Context: an optimization exercise on an open-source flow, tuned for small area, a short achievable clock period and few clock cycles per item. The choices shown serve that exercise and are no tape-out recipe.
Function was checked by simulation only, so behaviour that the tests miss may differ from the original.

Setup of red:
==> flow/design.v (excerpt) <==
module ladder_lowpass_filter_core #(
  parameter int SAMPLE_BITS    = llf_pkg::SAMPLE_BITS_DEF,
  parameter int COEF_FRAC_BITS = llf_pkg::COEF_FRAC_BITS_DEF
) (
  input  logic                              clk_i,
  input  logic                              rst_ni,
  input  logic                              cfg_we_i,
  input  logic [llf_pkg::CFG_ADDR_W-1:0]    cfg_addr_i,
  input  logic [llf_pkg::CFG_DATA_W-1:0]    cfg_wdata_i,
  input  logic                              s_axis_tvalid,
  output logic                              s_axis_tready,
  input  logic [((SAMPLE_BITS+7)/8)*8-1:0]  s_axis_tdata,   
  output logic                              m_axis_tvalid,
  input  logic                              m_axis_tready,
  output logic [((SAMPLE_BITS+7)/8)*8-1:0]  m_axis_tdata    
);
  localparam int TDATA_W = ((SAMPLE_BITS + 7) / 8) * 8;
  localparam logic signed [ACC_W-1:0] SMAX = 32'sh7FFFFFFF >>> (ACC_W - SAMPLE_BITS);
  ...
Settings: LEC_CHECK=0, ABC_AREA=1, CAP_MARGIN=50, CORE_MARGIN=2, CORE_UTILIZATION=40, SLEW_MARGIN=50; clock period 16.0 ns.
run.sh (not shown) runs the stock make flow with config.mk's settings and CLKGATE_MAP_FILE= SYNTH_SCRIPT=/design/flow/synth_recipe.tcl, a recipe that flattens the netlist after the stock synthesis.
red | status: complete | timing, DRC, antenna: pass
Testbench counts of red, summed over its fixed seeds: cycles 26,240, items 1,536.
Inputs modified between red and blue:
Settings: a change of CAP_MARGIN from 50 to 60; a change of SLEW_MARGIN from 50 to 60; a deleted ABC_AREA that had been 1.
- Of the two values seen for standard cell with the maximum stage delay on the critical path, sky130_fd_sc_hd__or4_2 was produced by blue and sky130_fd_sc_hd__buf_4 by red.
- [compare] base=red new=blue: count of non-filler cells in the finished layout decreased 1340; combined area of the multi-input logic cells went up by 2.6%.
- Cell count of the worst reg-to-reg path was lower in blue than in red.
- Of blue and red, it is blue that has the lower mapped cell area.
- Compared with red, in blue setup slack decreased 380 ps; adder and majority cell fraction of the synthesized area saw an increase; critical path depth lower.
Edits applied to the flow inputs when going from blue to green:
Settings: PLACE_DENSITY newly set to 0.75.
Findings:
Worst hold margin sits higher in green than in blue. Uppermost layer routed = met4: green; uppermost layer routed = met5: blue. Compared green against blue; filler-free cell count of the finished design within noise. Delta (green minus blue): post-route fraction of the period consumed by the critical path went up. green vs. blue: proportion of register bits with asynchronous set or reset after synthesis roughly the same; first-pass GRT wire length lower; count of vias placed by the detailed router higher; utilization lower.
diff inputs: green => orange
Settings: swapping 40 for 55 in CORE_UTILIZATION; putting ABC_AREA at 1 where nothing was set; clearing PLACE_DENSITY, which used to be 0.75.
## What came out
Core util | orange vs green | orange higher. Number of cells on the worst reg-to-reg path: higher on orange. Higher total track usage goes to orange over green. Adder-cell share of the synthesized area, green and orange: larger value in green. Compared with green, in orange worst setup slack before clock tree synthesis went up 300 ps, number of distinct standard cells referenced by the synthesized netlist shows a reduction of 41. Going from green to orange, minimum clock period after layout shrinks by 460 ps. Compared to green, orange has placer's final routability congestion estimate 3.4% higher.

Another version of the RTL of ladder_lowpass_filter_core (not shown whole).
Size in the first run: roughly 700 flip-flops, ~83 I/O pins, ~53000 um2 of cells after synthesis.
Settings: LEC_CHECK=0, ABC_AREA=1, CAP_MARGIN=60, CORE_MARGIN=2, CORE_UTILIZATION=40, SLEW_MARGIN=60; clock period 16.0 ns.
Testbench counts at the start, summed over its fixed seeds: cycles 26,304, items 1,536.
Rerun with:
--- a/flow/config.mk
+++ b/flow/config.mk
@@ -7,6 +7,6 @@
 export LEC_CHECK = 0
 export ABC_AREA = 1
-export CAP_MARGIN = 60
+export CAP_MARGIN = 20
 export CORE_MARGIN = 2
 export CORE_UTILIZATION = 40
-export SLEW_MARGIN = 60
+export SLEW_MARGIN = 20
The new run produced a clean layout.
First-iteration DRC count fell by 8.7%.
Register-to-register slack loses 390 ps.

-- afterwards: timing with drivers on the ports --
The results above use ideal ports. As a check the final layouts listed here were re-extracted and re-timed, cells and wires unchanged.
Step 1, drivers: a clkbuf_16 drives clk_i and a buf_2 each remaining input, both assumed.
Step 2 adds t to the input delays and takes it off the output delays; t is the mean of the earliest and latest rising clock arrival at the registers after step 1. Input paths then give back, and output paths get back, about the clock's delay inside the block.
Slacks: ideal / step 1 / step 2; pairs: ideal / step 1.
run	t (ns)	setup WS [ns]	latest minus earliest clock arrival (ns)	pins driven straight from the clock port
red	0.762	10.821 / 10.821 / 10.821	0.086 / 0.086	1
blue	0.749	10.442 / 10.442 / 10.442	0.048 / 0.048	1
green	0.728	10.131 / 10.131 / 10.131	0.049 / 0.048	1
orange	0.719	10.586 / 10.586 / 10.586	0.029 / 0.030	1
the first run of note 2	0.764	9.103 / 9.103 / 9.103	0.038 / 0.038	1
the second run of note 2	0.754	8.713 / 8.713 / 8.713	0.040 / 0.039	1
After both steps setup and hold are still met in every run listed.
